From an optimization exercise on the open Yosys and OpenROAD flow, aimed at small area, a short achievable clock period and few clock cycles per item; shortcuts taken in it are not production practice.
The RTL was checked by simulation tests, not by an equivalence proof against the original design.
No activity file was given, so power comes from the tool's default toggle rates.

## flow/design.v (module list and top-level ports; edited modules follow where they fit)
// module mb_digit_enc: 8 lines
// module mb_pp_sel: 18 lines
// module mb_fa: 10 lines
// module mb_gp: 11 lines
// module mb_g: 8 lines
// module mb_ha: 9 lines
// module mb_booth_mult32: 3189 lines
module mb_booth_mult32 (
    input  logic          clk,
    input  logic          rst,
    input  logic          in_valid,
    input  logic [mb_pkg::N-1:0]  a,
    input  logic [mb_pkg::N-1:0]  b,
    output logic          out_valid,
    output logic [63:0]   product
);
  // ...
==> flow/flow/run.sh <==
#!/bin/bash
set -euo pipefail
cd "$(dirname "$0")/.."
MARGIN=$(cat flow/setup_margin.txt)
bash standard.sh SETUP_SLACK_MARGIN="$MARGIN" finish > flow_standard.log 2>&1
==> flow/flow/setup_margin.txt <==
6.35
==> flow/standard.sh <==
#!/bin/bash
# synth_recipe.tcl (not shown) runs the flow's synth.tcl, then flattens the netlist and writes it again
# the make line also repeats each setting of config.mk as NAME=value (left out here)
make -C /OpenROAD-flow-scripts/flow DESIGN_CONFIG=/design/flow/config.mk WORK_HOME=/design/flow/orfs CLKGATE_MAP_FILE= SYNTH_SCRIPT=/design/flow/synth_recipe.tcl "${@:-finish}"
==> flow/config.mk <==
export PLATFORM = sky130hd
export DESIGN_NAME = mb_booth_mult32
export DESIGN_NICKNAME = mb_booth_mult32
export VERILOG_FILES = /design/flow/design.v
export SDC_FILE = /design/flow/constraint.sdc
export NUM_CORES = 4
export LEC_CHECK = 0
export CAP_MARGIN = 20
export CORE_MARGIN = 2
export CORE_UTILIZATION = 40
export SLEW_MARGIN = 50
export SYNTH_HIERARCHICAL = 1
==> flow/constraint.sdc <==
create_clock -name core_clock -period 10.0 [get_ports {clk}]
set_input_delay 2.0000 -clock core_clock [delete_from_list [all_inputs] [get_ports {clk}]]
set_output_delay 2.0000 -clock core_clock [all_outputs]
set_load 0.01 [all_outputs]
==> impl_metrics.csv, run 1 <==
group,metric,value,unit
power,p_int,6.75,mW
status,status,"no timing/DRC/antenna violations",
route,drt_iter0_markers,3304,
final_layout,drive_gt1_share,12.3,%
clock_tree,clk_path_buf_depth,3,
run,drv_cap,0,
logic_synthesis,synth_xor_area_share,17.7,%
final_layout,multiInputGateArea,0.0226,mm2
route,vias_per_cell,6.41,
logic_synthesis,synth_mux_area_share,1.09,%
route,drtPass1Iterations,7,
clock_tree,clock_sinks,277,
setup_path,path_cells,"a22oi_1 > xnor2_1 > fa_1 > fa_1 > fa_1 > fa_1 > fa_1",
die,floorplan.initialDensity,40.2,%
logic_synthesis,yosysMostFrequentCell,"xnor2_1",
global_routing,grt_pass1_vias,25000,
power,pg_seq,1.95,mW
setup_path,critical_path_arrival,4.14,ns
clock_tree,clkLatencyLatePin,0.58,ns
logic_synthesis,synth_area_leader_cell,"fa_1",
die,io_pins,132,
setup_path,startpoint_type,"register",
logic_synthesis,netlist_top_cells_count,"xnor2_1, a22oi_1, fa_1",
clock_tree,postCtsSetupBuffers,33,
global_routing,grt_start_max_net_pins,68,
timing,fin_skew,0.0235,ns
logic_synthesis,yosys_warnings,9,
power,powerComb,9.82,mW
worst_hold_path,worst_hold_startpoint,"v0_q$_DFF_P_",
global_routing,grt_remaining_overflow,0,
setup_path,worst-path-buf-inv,0,
final_layout,sh_seq_area,16.6,%
Testbench counts, summed over its fixed seeds: cycles 160,016, items 160,000.
==> run 2: changes to the inputs <==
--- a/flow/design.v
+++ b/flow/design.v
@@ -1640,67 +1640,67 @@
     mb_fa u_s849 (.a(pp_s[13][32]), .b(pp_s[14][30]), .ci(pp_s[15][28]), .s(s849), .co(c850));
     mb_fa u_s851 (.a(c844), .b(s849), .ci(c846), .s(s851), .co(c852));
     assign s853 = ~(pp_s[14][31] ^ pp_s[15][29]);
     assign c854 = pp_s[14][31] | pp_s[15][29];
     mb_fa u_s855 (.a(s853), .b(c850), .ci(c852), .s(s855), .co(c856));
     mb_fa u_s857 (.a(pp_s[14][32]), .b(pp_s[15][30]), .ci(c854), .s(s857), .co(c858));
     assign s859 = ~(pp_s[15][31] ^ c858);
     assign c860 = pp_s[15][31] | c858;
-    mb_ha u_s861 (.a(r1_8_0), .b(r1_8_1), .s(s861), .co(c862));
-    mb_ha u_s863 (.a(r1_9_0), .b(r1_9_1), .s(s863), .co(c864));
+    mb_fa u_s861 (.a(r1_8_0), .b(r1_8_1), .ci(r1_8_2), .s(s861), .co(c862));
+    mb_fa u_s863 (.a(r1_9_0), .b(r1_9_1), .ci(c862), .s(s863), .co(c864));
     mb_ha u_s865 (.a(r1_10_0), .b(r1_10_1), .s(s865), .co(c866));
-    mb_ha u_s867 (.a(r1_11_0), .b(r1_11_1), .s(s867), .co(c868));
+    mb_fa u_s867 (.a(r1_11_0), .b(r1_11_1), .ci(c866), .s(s867), .co(c868));
     mb_ha u_s869 (.a(r1_12_0), .b(r1_12_1), .s(s869), .co(c870));
-    mb_ha u_s871 (.a(r1_13_0), .b(r1_13_1), .s(s871), .co(c872));
+    mb_fa u_s871 (.a(r1_13_0), .b(r1_13_1), .ci(c870), .s(s871), .co(c872));
     mb_ha u_s873 (.a(r1_14_0), .b(r1_14_1), .s(s873), .co(c874));
-    mb_ha u_s875 (.a(r1_15_0), .b(r1_15_1), .s(s875), .co(c876));
+    mb_fa u_s875 (.a(r1_15_0), .b(r1_15_1), .ci(c874), .s(s875), .co(c876));
     mb_ha u_s877 (.a(r1_16_0), .b(r1_16_1), .s(s877), .co(c878));
-    mb_ha u_s879 (.a(r1_17_0), .b(r1_17_1), .s(s879), .co(c880));
+    mb_fa u_s879 (.a(r1_17_0), .b(r1_17_1), .ci(c878), .s(s879), .co(c880));
     mb_ha u_s881 (.a(r1_18_0), .b(r1_18_1), .s(s881), .co(c882));
-    mb_ha u_s883 (.a(r1_19_0), .b(r1_19_1), .s(s883), .co(c884));
+    mb_fa u_s883 (.a(r1_19_0), .b(r1_19_1), .ci(c882), .s(s883), .co(c884));
     mb_ha u_s885 (.a(r1_20_0), .b(r1_20_1), .s(s885), .co(c886));
-    mb_ha u_s887 (.a(r1_21_0), .b(r1_21_1), .s(s887), .co(c888));
+    mb_fa u_s887 (.a(r1_21_0), .b(r1_21_1), .ci(c886), .s(s887), .co(c888));
     mb_ha u_s889 (.a(r1_22_0), .b(r1_22_1), .s(s889), .co(c890));
-    mb_ha u_s891 (.a(r1_23_0), .b(r1_23_1), .s(s891), .co(c892));
+    mb_fa u_s891 (.a(r1_23_0), .b(r1_23_1), .ci(c890), .s(s891), .co(c892));
     mb_ha u_s893 (.a(r1_24_0), .b(r1_24_1), .s(s893), .co(c894));
-    mb_ha u_s895 (.a(r1_25_0), .b(r1_25_1), .s(s895), .co(c896));
+    mb_fa u_s895 (.a(r1_25_0), .b(r1_25_1), .ci(c894), .s(s895), .co(c896));
     mb_ha u_s897 (.a(r1_26_0), .b(r1_26_1), .s(s897), .co(c898));
-    mb_ha u_s899 (.a(r1_27_0), .b(r1_27_1), .s(s899), .co(c900));
+    mb_fa u_s899 (.a(r1_27_0), .b(r1_27_1), .ci(c898), .s(s899), .co(c900));
     mb_fa u_s901 (.a(r1_28_0), .b(r1_28_1), .ci(r1_28_2), .s(s901), .co(c902));
-    mb_ha u_s903 (.a(r1_28_3), .b(c900), .s(s903), .co(c904));
+    mb_ha u_s903 (.a(r1_28_3), .b(s901), .s(s903), .co(c904));
     mb_fa u_s905 (.a(r1_29_0), .b(r1_29_1), .ci(r1_29_2), .s(s905), .co(c906));
-    mb_ha u_s907 (.a(c902), .b(c904), .s(s907), .co(c908));
+    mb_ha u_s907 (.a(c902), .b(s905), .s(s907), .co(c908));
     mb_fa u_s909 (.a(r1_30_0), .b(r1_30_1), .ci(r1_30_2), .s(s909), .co(c910));
     mb_ha u_s911 (.a(c906), .b(s909), .s(s911), .co(c912));
     mb_fa u_s913 (.a(r1_31_0), .b(r1_31_1), .ci(r1_31_2), .s(s913), .co(c914));
     mb_ha u_s915 (.a(c910), .b(s913), .s(s915), .co(c916));
     mb_fa u_s917 (.a(r1_32_0), .b(r1_32_1), .ci(r1_32_2), .s(s917), .co(c918));
     mb_ha u_s919 (.a(c914), .b(s917), .s(s919), .co(c920));
     mb_fa u_s921 (.a(r1_33_0), .b(r1_33_1), .ci(r1_33_2), .s(s921), .co(c922));
     mb_ha u_s923 (.a(c918), .b(s921), .s(s923), .co(c924));
     mb_fa u_s925 (.a(r1_34_0), .b(r1_34_1), .ci(r1_34_2), .s(s925), .co(c926));
     mb_ha u_s927 (.a(c922), .b(s925), .s(s927), .co(c928));
     mb_fa u_s929 (.a(r1_35_0), .b(r1_35_1), .ci(r1_35_2), .s(s929), .co(c930));
     mb_fa u_s931 (.a(r1_35_3), .b(c926), .ci(s929), .s(s931), .co(c932));
     mb_fa u_s933 (.a(r1_36_0), .b(r1_36_1), .ci(c930), .s(s933), .co(c934));
     mb_ha u_s935 (.a(r1_37_0), .b(r1_37_1), .s(s935), .co(c936));
     mb_fa u_s937 (.a(r1_38_0), .b(r1_38_1), .ci(r1_38_2), .s(s937), .co(c938));
-    mb_ha u_s939 (.a(r1_39_0), .b(r1_39_1), .s(s939), .co(c940));
+    mb_fa u_s939 (.a(r1_39_0), .b(r1_39_1), .ci(c938), .s(s939), .co(c940));
     mb_fa u_s941 (.a(r1_40_0), .b(r1_40_1), .ci(r1_40_2), .s(s941), .co(c942));
-    mb_ha u_s943 (.a(r1_41_0), .b(r1_41_1), .s(s943), .co(c944));
+    mb_fa u_s943 (.a(r1_41_0), .b(r1_41_1), .ci(c942), .s(s943), .co(c944));
     mb_fa u_s945 (.a(r1_42_0), .b(r1_42_1), .ci(r1_42_2), .s(s945), .co(c946));
-    mb_ha u_s947 (.a(r1_43_0), .b(r1_43_1), .s(s947), .co(c948));
+    mb_fa u_s947 (.a(r1_43_0), .b(r1_43_1), .ci(c946), .s(s947), .co(c948));
     mb_fa u_s949 (.a(r1_44_0), .b(r1_44_1), .ci(r1_44_2), .s(s949), .co(c950));
-    mb_ha u_s951 (.a(r1_45_0), .b(r1_45_1), .s(s951), .co(c952));
+    mb_fa u_s951 (.a(r1_45_0), .b(r1_45_1), .ci(c950), .s(s951), .co(c952));
     mb_fa u_s953 (.a(r1_46_0), .b(r1_46_1), .ci(r1_46_2), .s(s953), .co(c954));
-    mb_ha u_s955 (.a(r1_47_0), .b(r1_47_1), .s(s955), .co(c956));
-    mb_ha u_s957 (.a(r1_49_0), .b(r1_49_1), .s(s957), .co(c958));
-    mb_ha u_s959 (.a(r1_51_0), .b(r1_51_1), .s(s959), .co(c960));
-    mb_ha u_s961 (.a(r1_53_0), .b(r1_53_1), .s(s961), .co(c962));
+    mb_fa u_s955 (.a(r1_47_0), .b(r1_47_1), .ci(c954), .s(s955), .co(c956));
+    mb_fa u_s957 (.a(r1_49_0), .b(r1_49_1), .ci(r1_49_2), .s(s957), .co(c958));
+    mb_fa u_s959 (.a(r1_51_0), .b(r1_51_1), .ci(r1_51_2), .s(s959), .co(c960));
+    mb_fa u_s961 (.a(r1_53_0), .b(r1_53_1), .ci(r1_53_2), .s(s961), .co(c962));
     always_ff @(posedge clk) begin
         r1_0_0 <= neg_s[0];
         r1_0_1 <= pp_s[0][0];
         r1_1_0 <= pp_s[0][1];
         r1_2_0 <= s1;
         r1_3_0 <= s3;
         r1_4_0 <= s7;
         r1_5_0 <= s11;
@@ -1825,18 +1825,18 @@
         r1_60_0 <= s857;
         r1_60_1 <= c856;
         r1_61_0 <= s859;
         r1_62_0 <= pp_s[15][32];
         r1_62_1 <= c860;
         v1_q <= v0_q & ~rst;
     end
     logic [63:0] row_a_s, row_b_s, sum_s;
-    assign row_a_s = {1'b1, r1_62_0, r1_61_0, r1_60_0, r1_59_0, r1_58_0, r1_57_0, r1_56_0, r1_55_0, r1_54_0, r1_53_2, r1_52_0, r1_51_2, r1_50_0, r1_49_2, r1_48_0, s955, c952, s951, c948, s947, c944, s943, c940, s939, c936, s935, c932, c928, c924, c920, c916, c912, c908, s905, s901, c898, c896, c894, c892, c890, c888, c886, c884, c882, c880, c878, c876, c874, c872, c870, c868, c866, c864, c862, r1_8_2, r1_7_0, r1_6_0, r1_5_0, r1_4_0, r1_3_0, r1_2_0, r1_1_0, r1_0_0};
-    assign row_b_s = {1'b0, r1_62_1, 1'b0, r1_60_1, 1'b0, r1_58_1, 1'b0, r1_56_1, 1'b0, c962, s961, c960, s959, c958, s957, c956, c954, s953, c950, s949, c946, s945, c942, s941, c938, s937, c934, s933, s931, s927, s923, s919, s915, s911, s907, s903, s899, s897, s895, s893, s891, s889, s887, s885, s883, s881, s879, s877, s875, s873, s871, s869, s867, s865, s863, s861, 1'b0, 1'b0, 1'b0, 1'b0, 1'b0, 1'b0, 1'b0, r1_0_1};
+    assign row_a_s = {1'b1, r1_62_0, r1_61_0, r1_60_0, r1_59_0, r1_58_0, r1_57_0, r1_56_0, r1_55_0, r1_54_0, s961, r1_52_0, s959, r1_50_0, s957, r1_48_0, s955, s953, s951, s949, s947, s945, s943, s941, s939, c936, s935, c932, c928, c924, c920, c916, c912, c908, c904, c900, s899, s897, s895, s893, s891, s889, s887, s885, s883, s881, s879, s877, s875, s873, s871, s869, s867, s865, s863, s861, r1_7_0, r1_6_0, r1_5_0, r1_4_0, r1_3_0, r1_2_0, r1_1_0, r1_0_0};
+    assign row_b_s = {1'b0, r1_62_1, 1'b0, r1_60_1, 1'b0, r1_58_1, 1'b0, r1_56_1, 1'b0, c962, 1'b0, c960, 1'b0, c958, 1'b0, c956, 1'b0, c952, 1'b0, c948, 1'b0, c944, 1'b0, c940, 1'b0, s937, c934, s933, s931, s927, s923, s919, s915, s911, s907, s903, 1'b0, c896, 1'b0, c892, 1'b0, c888, 1'b0, c884, 1'b0, c880, 1'b0, c876, 1'b0, c872, 1'b0, c868, 1'b0, c864, 1'b0, 1'b0, 1'b0, 1'b0, 1'b0, 1'b0, 1'b0, 1'b0, 1'b0, r1_0_1};
     logic g0_0, g0_1, g0_2, g0_3, g0_4, g0_5, g0_6, g0_7, g0_8, g0_9, g0_10, g0_11, g0_12, g0_13, g0_14, g0_15, g0_16, g0_17, g0_18, g0_19, g0_20, g0_21, g0_22, g0_23, g0_24, g0_25, g0_26, g0_27, g0_28, g0_29, g0_30, g0_31, g0_32, g0_33, g0_34, g0_35, g0_36, g0_37, g0_38, g0_39, g0_40, g0_41, g0_42, g0_43, g0_44, g0_45, g0_46, g0_47, g0_48, g0_49, g0_50, g0_51, g0_52, g0_53, g0_54, g0_55, g0_56, g0_57, g0_58, g0_59, g0_60, g0_61, g0_62, g0_63;
     logic p0_0;
     assign p0_0 = row_a_s[0] ^ row_b_s[0];
     assign g0_0 = row_a_s[0] & row_b_s[0];
     logic p0_1;
     assign p0_1 = row_a_s[1] ^ row_b_s[1];
     assign g0_1 = row_a_s[1] & row_b_s[1];
     logic p0_2;
==> flow/run.sh (new file) <==
#!/bin/bash
# synth_recipe.tcl (not shown) runs the flow's synth.tcl, then flattens the netlist and writes it again
# the make line also repeats each setting of config.mk as NAME=value (left out here)
make -C /OpenROAD-flow-scripts/flow DESIGN_CONFIG=/design/flow/config.mk WORK_HOME=/design/flow/orfs CLKGATE_MAP_FILE= SYNTH_SCRIPT=/design/flow/synth_recipe.tcl finish
==> flow/config.mk (replaced) <==
export PLATFORM = sky130hd
export DESIGN_NAME = mb_booth_mult32
export DESIGN_NICKNAME = mb_booth_mult32
export VERILOG_FILES = /design/flow/design.v
export SDC_FILE = /design/flow/constraint.sdc
export NUM_CORES = 4
export LEC_CHECK = 0
export CAP_MARGIN = 40
export CORE_MARGIN = 2
export CORE_UTILIZATION = 40
export SLEW_MARGIN = 55
export SYNTH_HIERARCHICAL = 1
removed: flow/flow/run.sh
removed: flow/flow/setup_margin.txt
removed: flow/standard.sh
==> run 2 against run 1 <==
  * Critical path type unchanged
  * Synthesized cell count fell by 2.9%
  * Largest cell class unchanged
  * Die area fell by 1.4%
  * Cell area fell by 8.0%
  * Clock power barely moved
  * Highest routed layer unchanged
  * Critical path depth rose by 3
  * Power fell by 8.5%
==> impl_metrics.csv, run 2 <==
group,metric,value,unit
status,status,"no timing/DRC/antenna violations",
setup_path,crit_top_cell,"fa_1",
logic_synthesis,synth-async-reset-ratio,0,%
clock_tree,postCtsHoldBufs,0,
timing,setup_viol,0,
clock_tree,post_cts_resize_count,0,
worst_hold_path,worst_hold_startpoint,"product_q[58]$_SDFFE_PP0P_",
clock_tree,clock_sinks,277,
route,vias_per_cell,6.19,
setup_path,slowest_stage,"fa_1",
route,drc_errors,0,
clock_tree,tritoncts,"yes",
timing,max_freq,257,MHz
clock_tree,clkLatencyLatePin,0.58,ns
final_layout,antennaDiodeCount,0,
clock_tree,cts_root_buf,"clkbuf_16",
timing,worst_pin_slew,0.644,ns
logic_synthesis,synth_edf_count,0,
setup_path,timing.rr.end,"product_q[62]$_SDFFE_PP0P_",
logic_synthesis,synthCells,2761,
placement,dp.cells,3569,
timing,hold_viol_final,0,
global_routing,track_usage,26.2,%
setup_path,worst-path-buf-inv,0,
setup_path,max_stage_delay,0.55,ns
setup_path,r2r_slack,6.11,ns
global_routing,grt_start_max_net_pins,77,
worst_hold_path,hp-class,"reg -> reg",
die,core,0.0715,mm2
route,drt_iter0_markers,2612,
placement,gp_congestion,0.896,
timing,fin_crit_sh,38.9,%
power,power.density,376,mW/mm2
die,floorplan.initialDensity,40.4,%
logic_synthesis,synth_area_per_cell,10.4,um2
final_layout,n_fill_cell,6638,
setup_path,crit_required,10.44,ns
route,drt-total-wl,97800,um
worst_hold_path,holdPathStages,2,
global_routing,antenna_found_initial,0,
die,die_height,273,um
timing,grt_setup_unrepaired,"false",
logic_synthesis,synth_flop_cell,"dfxtp_1",
setup_path,startpoint,"r1_42_0$_DFF_P_",
logic_synthesis,yosysSeqAreaShare,19.2,%
clock_tree,postCtsSetupBuffers,0,
final_layout,final_cell_mix,"xnor2_1, a22oi_1, fa_1",
route,num_vias,22500,
final_layout,regMostFlops,"product_q",
setup_path,r2r_start,"r1_42_0$_DFF_P_",
setup_path,path_class,"reg -> reg",
logic_synthesis,yosysUniqueCellTypes,70,
global_routing,grt_pass1_wl,148000,um
power,power.total,12.0,mW
final_layout,largest_reg_flops,64,
placement,dpl-instance-area,0.0307,mm2
die,die-area,0.0743,mm2
clock_tree,numCtsBuffers,37,
final_layout,final_cells,3637,
timing,fin_crit,3.89,ns
clock_tree,clk_path_buf_depth,3,
final_layout,reg_top3,"product_q (64), digit_q (48), b_q (32)",
power,power_leakage,11.2,nW
setup_path,startpoint_type,"register",
placement,hpwl,61000,um
setup_path,reg2reg_depth,10,
clock_tree,path_clk_slew,0.05,ns
route,post_drt_wl_per_cell,26.9,um
global_routing,grt_remaining_overflow,0,
timing,fin_skew,0.0260,ns
logic_synthesis,yosys_warnings,9,
clock_tree,h-tree-depth,2,
final_layout,post-route-util,44.7,%
timing,relSlewSlack,57.1,%
setup_path,path_cells,"fa_1 > fa_1 > ha_1 > a31oi_1 > o21ai_0 > a22o_1 > a41oi_1 > o31ai_2 > a2111oi_0 > a211oi_1",
route,drtPass1Iterations,6,
timing,finalMaxSlewViolations,0,
final_layout,syn_to_final_growth,10.7,%
logic_synthesis,yosysMostFrequentCell,"xnor2_1",
final_layout,nets,3240,
setup_path,critical_path_arrival,4.32,ns
logic_synthesis,netlist_top_cells_count,"xnor2_1, a22oi_1, fa_1",
die,placementRows,98,
run,drv_cap,0,
placement,port_buffers,131,
route,antenna_left,0,
final_layout,final_area,0.0319,mm2
timing,setup_slack,6.11,ns
global_routing,grt_pass1_vias,24200,
logic_synthesis,synth_area_leader_cell,"fa_1",
setup_path,worst_setup_path_end_kind,"register",
timing,fin_hold_ws,0.447,ns
placement,dp_slack,6.27,ns
logic_synthesis,synth.area.top_cells,"fa_1, dfxtp_1, xnor2_1",
logic_synthesis,ys_ff_latch,277,
setup_path,cp_max_fo,5,
final_layout,drive_gt1_share,7.78,%
power,ir_worst_vdd,0.000199,V
die,io_pins,132,
logic_synthesis,synth_area,0.0288,mm2
worst_hold_path,min_to,"product_q[58]$_SDFFE_PP0P_",
die,die_w,273,um
final_layout,layout_commonest_cell,"xnor2_1",
logic_synthesis,netlist.area_leader.share,31.2,%
timing,tns,0,ns
setup_path,critical_path.top_delay_family,"compound AO/OA/AOI/OAI gates",
==> run 2: metal layers <==
layer / global-route usage [%] / wire length (um) / vias to the layer above
met2: 40.3 / 43100 / 1554
met1: 34.1 / 39000 / 11300
met4: 10.8 / 3920 / 2
met5: 1.35 / 138 / -
li1: - / - / 9314
met3: 7.99 / 11700 / 310
==> run 2: worst max path at each step <==
| stage | cells past startpoint | slack, ns | endpoint |
|---|---|---|---|
| finish | 10 | 6.11 | product_q[62]$_SDFFE_PP0P_ |
| CTS | 8 | 6.27 | r1_36_1$_DFF_P_ |
| global placement | 7 | 5.99 | r1_24_1$_DFF_P_ |
| global route | 8 | 6.05 | r1_36_1$_DFF_P_ |
| detailed placement | 8 | 6.27 | r1_36_1$_DFF_P_ |
| floorplan | 8 | 6.32 | r1_37_1$_DFF_P_ |
==> run 2: worst reg2reg max path: stages, from the launching register on <==
cell and delay, ns:
dfxtp_1 0.32, fa_1 0.44, fa_1 0.55, ha_1 0.46, a31oi_1 0.46, o21ai_0 0.16
a22o_1 0.26, a41oi_1 0.42, o31ai_2 0.18, a2111oi_0 0.43, a211oi_1 0.09
==> run 2: cell families (layout without fill, tap and decap cells) <==
| family | Yosys count | in the layout | share of synthesized area (%) |
|---|---|---|---|
| other | 1 | 3 | 0.0130 |
| muxes | 16 | 16 | 0.555 |
| AOI/OAI and AO/OA | 716 | 716 | 18.4 |
| DFF | 277 | 277 | 19.2 |
| xor gates and xnor gates | 597 | 597 | 18.1 |
| buffers and inverters | 360 | 284 | 4.90 |
| and+or+nand+nor | 279 | 279 | 4.73 |
| adders and majority gates | 515 | 515 | 34.1 |
==> run 2: cell type report <==
cell class,instances,area (um2),area share [%]
Multi-Input combinational cell,2126,21900,68.7
Sequential cell,277,5710,17.9
Timing Repair Buffer,177,1730,5.41
Tap cell,950,1190,3.72
Clock buffer,43,958,3.00
Clock inverter,25,284,0.889
Inverter,39,146,0.458
==> run 2: Yosys stat by module, one instance, submodules excluded <==
module | cell area, um2 | flops+latches | copies in the design
mb_ha | 12.5 | 0 | 17
mb_digit_enc | 38.8 | 0 | 16
mb_fa | 20.0 | 0 | 450
mb_booth_mult32 | 19000 | 277 | 1
==> run 2: power by group <==
part / leakage, nW / total [mW] / internal (mW) / switching [mW]
Sequential: 2.33 / 1.96 / 1.60 / 0.365
Combinational: 8.28 / 8.71 / 3.68 / 5.02
Clock: 0.597 / 1.35 / 0.802 / 0.544
Total: 11.2 / 12.0 / 6.08 / 5.93
Testbench counts of run 2, summed over its fixed seeds: cycles 160,016, items 160,000.
==> run 3: changes to the inputs <==
--- a/flow/config.mk
+++ b/flow/config.mk
@@ -6,7 +6,8 @@
 export NUM_CORES = 4
 export LEC_CHECK = 0
-export CAP_MARGIN = 40
+export CAP_MARGIN = 20
 export CORE_MARGIN = 2
 export CORE_UTILIZATION = 40
-export SLEW_MARGIN = 55
+export PLACE_DENSITY = 0.75
+export SLEW_MARGIN = 50
 export SYNTH_HIERARCHICAL = 1
==> run 3 against run 2 <==
  * Clock power is 6% lower
  * Critical path depth decreased by 2
  * Register-to-register slack worse by 0.14 ns
  * Clock skew is 0.015 ns higher
  * Sequential share of layout area rose by 0.093 points
  * Largest cell class unchanged
==> impl_metrics.csv, run 3 <==
group,metric,value,unit
timing,fin_skew,0.0413,ns
route,drt-total-wl,92500,um
timing,setup_viol,0,
clock_tree,numCtsBuffers,35,
clock_tree,path_clk_slew,0.06,ns
final_layout,syn_to_final_growth,10.1,%
power,ir_worst_vdd,0.000203,V
logic_synthesis,netlist_top_cells_count,"xnor2_1, a22oi_1, fa_1",
route,drc_errors,0,
final_layout,largest_reg_flops,64,
die,die_height,273,um
route,drt_iter0_markers,3249,
clock_tree,cts_root_buf,"clkbuf_16",
global_routing,grt_start_max_net_pins,77,
status,status,"no timing/DRC/antenna violations",
final_layout,reg_top3,"product_q (64), digit_q (48), b_q (32)",
logic_synthesis,yosysMostFrequentCell,"xnor2_1",
timing,grt_setup_unrepaired,"false",
die,floorplan.initialDensity,40.4,%
logic_synthesis,synth_edf_count,0,
power,power.density,371,mW/mm2
die,die_w,273,um
setup_path,cp_max_fo,20,
power,power_leakage,11.1,nW
logic_synthesis,synth.area.top_cells,"fa_1, dfxtp_1, xnor2_1",
placement,port_buffers,131,
die,io_pins,132,
final_layout,regMostFlops,"product_q",
logic_synthesis,synth-async-reset-ratio,0,%
setup_path,startpoint_type,"register",
route,drtPass1Iterations,7,
logic_synthesis,synth_area_per_cell,10.4,um2
die,die-area,0.0743,mm2
placement,hpwl,57100,um
final_layout,nets,3238,
route,post_drt_wl_per_cell,25.5,um
logic_synthesis,synth_flop_cell,"dfxtp_1",
setup_path,reg2reg_depth,8,
global_routing,grt_pass1_vias,24100,
timing,fin_crit_sh,40.3,%
clock_tree,h-tree-depth,2,
logic_synthesis,yosysSeqAreaShare,19.2,%
setup_path,crit_required,10.43,ns
final_layout,post-route-util,44.4,%
timing,finalMaxSlewViolations,0,
final_layout,layout_commonest_cell,"xnor2_1",
die,placementRows,98,
timing,relSlewSlack,48.6,%
run,drv_cap,0,
logic_synthesis,yosys_warnings,9,
setup_path,critical_path_arrival,4.46,ns
route,antenna_left,0,
placement,dp_slack,6.08,ns
setup_path,path_class,"reg -> reg",
clock_tree,postCtsHoldBufs,0,
timing,hold_viol_final,0,
setup_path,worst_setup_path_end_kind,"register",
die,core,0.0715,mm2
global_routing,grt_remaining_overflow,0,
timing,tns,0,ns
timing,setup_slack,5.97,ns
timing,worst_pin_slew,0.771,ns
global_routing,antenna_found_initial,3,
logic_synthesis,synth_area,0.0288,mm2
clock_tree,clock_sinks,277,
final_layout,final_cell_mix,"xnor2_1, a22oi_1, fa_1",
logic_synthesis,netlist.area_leader.share,31.2,%
route,vias_per_cell,6.26,
timing,fin_crit,4.03,ns
timing,max_freq,248,MHz
clock_tree,postCtsSetupBuffers,0,
logic_synthesis,synthCells,2761,
logic_synthesis,ys_ff_latch,277,
clock_tree,tritoncts,"yes",
timing,fin_hold_ws,0.440,ns
global_routing,grt_pass1_wl,142000,um
logic_synthesis,synth_area_leader_cell,"fa_1",
worst_hold_path,hp-class,"reg -> reg",
clock_tree,clk_path_buf_depth,3,
route,num_vias,22800,
global_routing,track_usage,24.6,%
clock_tree,post_cts_resize_count,0,
placement,gp_congestion,0.910,
clock_tree,clkLatencyLatePin,0.59,ns
worst_hold_path,holdPathStages,1,
logic_synthesis,yosysUniqueCellTypes,70,
final_layout,drive_gt1_share,7.57,%
## run 3: cell count changes in the layout (fill, tap and decap cells not counted), sizes merged, moves of 2 or more
cell / change
clkinv: -7
clkbuf: -5
inv: +5
bufinv: -2
clkinvlp: +2
diode: +2
## run 3: final timing paths
kind | startpoint | end | slack (ns)
max | digit_q[18]$_DFF_P_ | r1_25_1$_DFF_P_ | 5.97
min | v0_q$_DFF_P_ | v1_q$_DFF_P_ | 0.44
max reg2reg | digit_q[18]$_DFF_P_ | r1_25_1$_DFF_P_ | 5.97
min reg2reg | v0_q$_DFF_P_ | v1_q$_DFF_P_ | 0.44
## run 3: metrics by stage
stage	instance area, um2	total power, mW	std cells
floorplan	28900	7.74	2763
global placement	30500	10.1	3568
detailed placement	30600	10.3	3568
CTS	31700	11.6	3630
global route	31800	12.8	3631
finish	31800	11.8	3633
## run 3: cell type report
type,instances,area [um2]
antenna,2,5.00
clock inverter,23,239
fill,6560,39700
sequential,277,5700
timing repair buffer,177,1680
clock buffer,39,901
inverter,39,146
multi-input combinational,2126,21900
tap,950,1190
## run 3: kinds of logic after synthesis
kind of cell    Yosys count  synth area share, %
flops                   277                 19.2
mux                      16                0.555
other cells               1               0.0130
buf+inv                 360                 4.90
fa+ha+maj               515                 34.1
simple gates            279                 4.73
xor+xnor                597                 18.1
compound gates          716                 18.4
## run 3: Yosys stat by module, one instance, submodules excluded
module	times used	flops+latches	area, um2
mb_fa	450	0	20.0
mb_booth_mult32	1	277	19000
mb_digit_enc	16	0	38.8
mb_ha	17	0	12.5
## run 3: per-layer routing
layer,track usage (%),share of wire [%]
met1,31.1,38
met2,37.4,43
met3,9.16,14
met4,10.8,4.2
met5,1.67,0.20
## run 3: worst max-delay path: stages, from the launching register on
cell	delay [ns]
dfxtp_1	0.67
buf_4	0.44
a22oi_1	0.17
xnor2_1	0.19
fa_1	0.56
fa_1	0.43
fa_1	0.40
fa_1	0.60
fa_1	0.44
## run 3: power by group
part	total, mW	switching (mW)	internal [mW]
logic	8.54	4.88	3.66
clock network	1.27	0.555	0.718
registers	1.96	0.361	1.60
total	11.8	5.80	5.98
==> run 4: changes to the inputs <==
--- a/flow/config.mk
+++ b/flow/config.mk
@@ -9,5 +9,4 @@
 export CORE_MARGIN = 2
 export CORE_UTILIZATION = 40
-export PLACE_DENSITY = 0.75
 export SLEW_MARGIN = 50
 export SYNTH_HIERARCHICAL = 1
==> run 4 against run 3 <==
  * Still clean
  * Routed wire length grew 6.6%
  * First-iteration DRC count shrank 25%
  * Combinational power grew 2%
  * Cell area grew 0.30%
  * Critical endpoint is now r1_36_1$_DFF_P_
==> impl_metrics.csv, run 4 <==
group,metric,value,unit
logic_synthesis,synth_top_family_by_area,"adder cells",
route,drtPass1Iterations,9,
logic_synthesis,synth_area_per_cell,10.4,um2
timing,relSlewSlack,49.5,%
logic_synthesis,yosysSeqAreaShare,19.2,%
setup_path,critical_path_arrival,4.25,ns
clock_tree,clkLatencyLatePin,0.56,ns
route,post_drt_wl_per_cell,27.1,um
logic_synthesis,yosysUniqueCellTypes,70,
final_layout,final_area,0.0319,mm2
clock_tree,clk_path_buf_depth,3,
status,status,"no timing/DRC/antenna violations",
power,power.total,12.0,mW
final_layout,antennaDiodeCount,0,
setup_path,startpoint,"digit_q[7]$_DFF_P_",
logic_synthesis,yosysMostFrequentCell,"xnor2_1",
setup_path,startpoint_type,"register",
logic_synthesis,synth-adder-area-share,34.1,%
die,die-area,0.0743,mm2
final_layout,nets,3241,
die,die_height,273,um
logic_synthesis,synth_xor_area_share,18.1,%
timing,fin_crit_sh,38.5,%
route,antenna_left,0,
final_layout,syn_to_final_growth,10.4,%
die,floorplan.initialDensity,40.4,%
global_routing,track_usage,26.4,%
logic_synthesis,ys_ff_latch,277,
run,drv_cap,0,
logic_synthesis,synth.area.top_cells,"fa_1, dfxtp_1, xnor2_1",
placement,port_buffers,131,
logic_synthesis,synth_area,0.0288,mm2
logic_synthesis,synth-simple-area-share,4.73,%
timing,tns,0,ns
worst_hold_path,worst_hold_startpoint,"product_q[61]$_SDFFE_PP0P_",
die,placementRows,98,
logic_synthesis,synth_compound_area_share,18.4,%
clock_tree,cts_root_buf,"clkbuf_16",
final_layout,largest_reg_flops,64,
clock_tree,path_clk_slew,0.06,ns
clock_tree,postCtsHoldBufs,0,
logic_synthesis,synthCells,2761,
logic_synthesis,synth_flop_cell,"dfxtp_1",
setup_path,worst_setup_path_end_kind,"register",
timing,worst_pin_slew,0.758,ns
power,power.density,375,mW/mm2
global_routing,antenna_found_initial,3,
timing,fin_hold_ws,0.445,ns
route,drt_iter0_markers,2422,
logic_synthesis,synth-async-reset-ratio,0,%
route,drc_errors,0,
timing,fin_crit,3.85,ns
placement,dpl-instance-area,0.0306,mm2
placement,hpwl,60900,um
route,drt-total-wl,98600,um
timing,fin_skew,0.0198,ns
final_layout,n_fill_cell,6703,
timing,max_freq,259,MHz
placement,gp_congestion,0.896,
setup_path,r2r_slack,6.15,ns
timing,finalMaxSlewViolations,0,
logic_synthesis,synth_area_leader_cell,"fa_1",
die,io_pins,132,
clock_tree,clock_sinks,277,
final_layout,final_cell_mix,"xnor2_1, a22oi_1, fa_1",
logic_synthesis,synth_mux_area_share,0.555,%
die,core,0.0715,mm2
final_layout,regMostFlops,"product_q",
setup_path,r2r_start,"digit_q[7]$_DFF_P_",
logic_synthesis,netlist_top_cells_count,"xnor2_1, a22oi_1, fa_1",
global_routing,grt_start_max_net_pins,77,
route,vias_per_cell,6.24,
clock_tree,postCtsSetupBuffers,0,
timing,setup_viol,0,
final_layout,drive_gt1_share,7.48,%
setup_path,crit_required,10.40,ns
clock_tree,tritoncts,"yes",
final_layout,seq_area,0.00571,mm2
power,ir_worst_vdd,0.000208,V
setup_path,cp_max_fo,33,
logic_synthesis,netlist.area_leader.share,31.2,%
clock_tree,h-tree-depth,2,
die,die_w,273,um
timing,hold_viol_final,0,
timing,grt_setup_unrepaired,"false",
final_layout,reg_top3,"product_q (64), digit_q (48), b_q (32)",
global_routing,grt_remaining_overflow,0,
global_routing,grt_pass1_vias,24200,
setup_path,path_class,"reg -> reg",
route,num_vias,22700,
global_routing,grt_pass1_wl,149000,um
clock_tree,numCtsBuffers,37,
power,power_leakage,11.2,nW
worst_hold_path,hp-class,"reg -> reg",
clock_tree,post_cts_resize_count,0,
logic_synthesis,yosys_warnings,9,
final_layout,layout_commonest_cell,"xnor2_1",
final_layout,multiInputGateArea,0.0219,mm2
logic_synthesis,synth_edf_count,0,
==> run 4: final cells by class <==
type | count | area share (%)
well taps | 950 | 3.73
clock buffers | 44 | 3.05
inverters | 39 | 0.460
multi-input cells | 2126 | 68.8
repair buffers | 178 | 5.38
flip-flops and latches | 277 | 17.9
clock inverters | 22 | 0.640
==> run 4: per-layer routing <==
layer	part of all wire, %	vias to the layer above	GRT usage (%)
met5	0.029	-	0
li1	-	9304	-
met4	4.1	4	10.7
met1	39	11400	34.0
met3	13	327	8.93
met2	44	1656	40.6
==> run 4: path summary, 6_finish.rpt <==
check | cells after the start | endpoint
setup / recovery | 8 | r1_36_1$_DFF_P_
hold / removal | 2 | product_q[61]$_SDFFE_PP0P_
setup reg to reg | 8 | r1_36_1$_DFF_P_
hold reg to reg | 2 | product_q[61]$_SDFFE_PP0P_
==> run 4: worst max-delay path, stage by stage (launching register included) <==
cell and delay, ns:
dfxtp_1 0.31, buf_4 0.43, a22oi_1 0.20, xnor2_1 0.25, fa_1 0.51, fa_1 0.47
fa_1 0.45, fa_1 0.54, fa_1 0.51
==> run 4: cells by family after synthesis <==
logic type                 count (synthesis)
AOI/OAI and AO/OA                        716
xor gates and xnor gates                 597
adders and majority gates                515
buffers and inverters                    360
DFF                                      277
muxes                                     16
other                                      1
and+or+nand+nor                          279
==> run 4: Yosys stat by module, one instance, submodules excluded <==
module,flops+latches,copies in the design,cells inside
mb_digit_enc,0,16,5
mb_booth_mult32,277,1,2214
mb_fa,0,450,1
mb_ha,0,17,1
==> run 4: power breakdown <==
group          leakage, nW  switching (mW)  internal (mW)
clock                0.567           0.530          0.774
sequential            2.33           0.364           1.60
combinational         8.28            5.02           3.67
==> run 4: stage by stage <==
| stage | instances | util (%) | worst slack (ns) |
|---|---|---|---|
| finish | 3636 | 44.6 | 6.15 |
| CTS | 3634 | 44.4 | 6.15 |
| global route | 3636 | 44.6 | 6.01 |
| global placement | 3568 | 42.6 | 5.99 |
| detailed placement | 3568 | 42.8 | 6.15 |
| floorplan | 2763 | - | 6.32 |

==> port drivers added, routing unchanged <==
No port has a modelled driver above. Below, the same layouts with a new extraction and two added sets of constraints. Step 1 (the two cells are an assumption about what drives the block):
set clk [get_ports {clk}]
set_driving_cell -lib_cell sky130_fd_sc_hd__clkbuf_16 $clk
set_driving_cell -lib_cell sky130_fd_sc_hd__buf_2 [delete_from_list [all_inputs] $clk]
Step 2 moves the port delays by t, midway between the first and last clock arrival at a register: inputs arrive t later, outputs are due t later. That takes back most of the time a late clock gives input paths. Three values: no drivers, after step 1, after step 2; two values: the first two.
run | t (ns) | setup slack, ns | hold WS [ns] | pins driven straight from the clock port
run 1 | 0.629 | 6.256 / 6.256 / 5.938 | 0.439 / 0.439 / 0.439 | 1
run 2 | 0.628 | 6.112 / 6.112 / 6.112 | 0.447 / 0.447 / 0.447 | 1
run 3 | 0.626 | 5.972 / 5.972 / 5.972 | 0.440 / 0.440 / 0.440 | 1
run 4 | 0.615 | 6.146 / 6.146 / 6.146 | 0.445 / 0.445 / 0.445 | 1
After both steps every run listed still meets setup and hold. For run 1, which loses most, drivers alone change the setup slack by 0.000 ns; drivers and shift together by -0.318 ns.
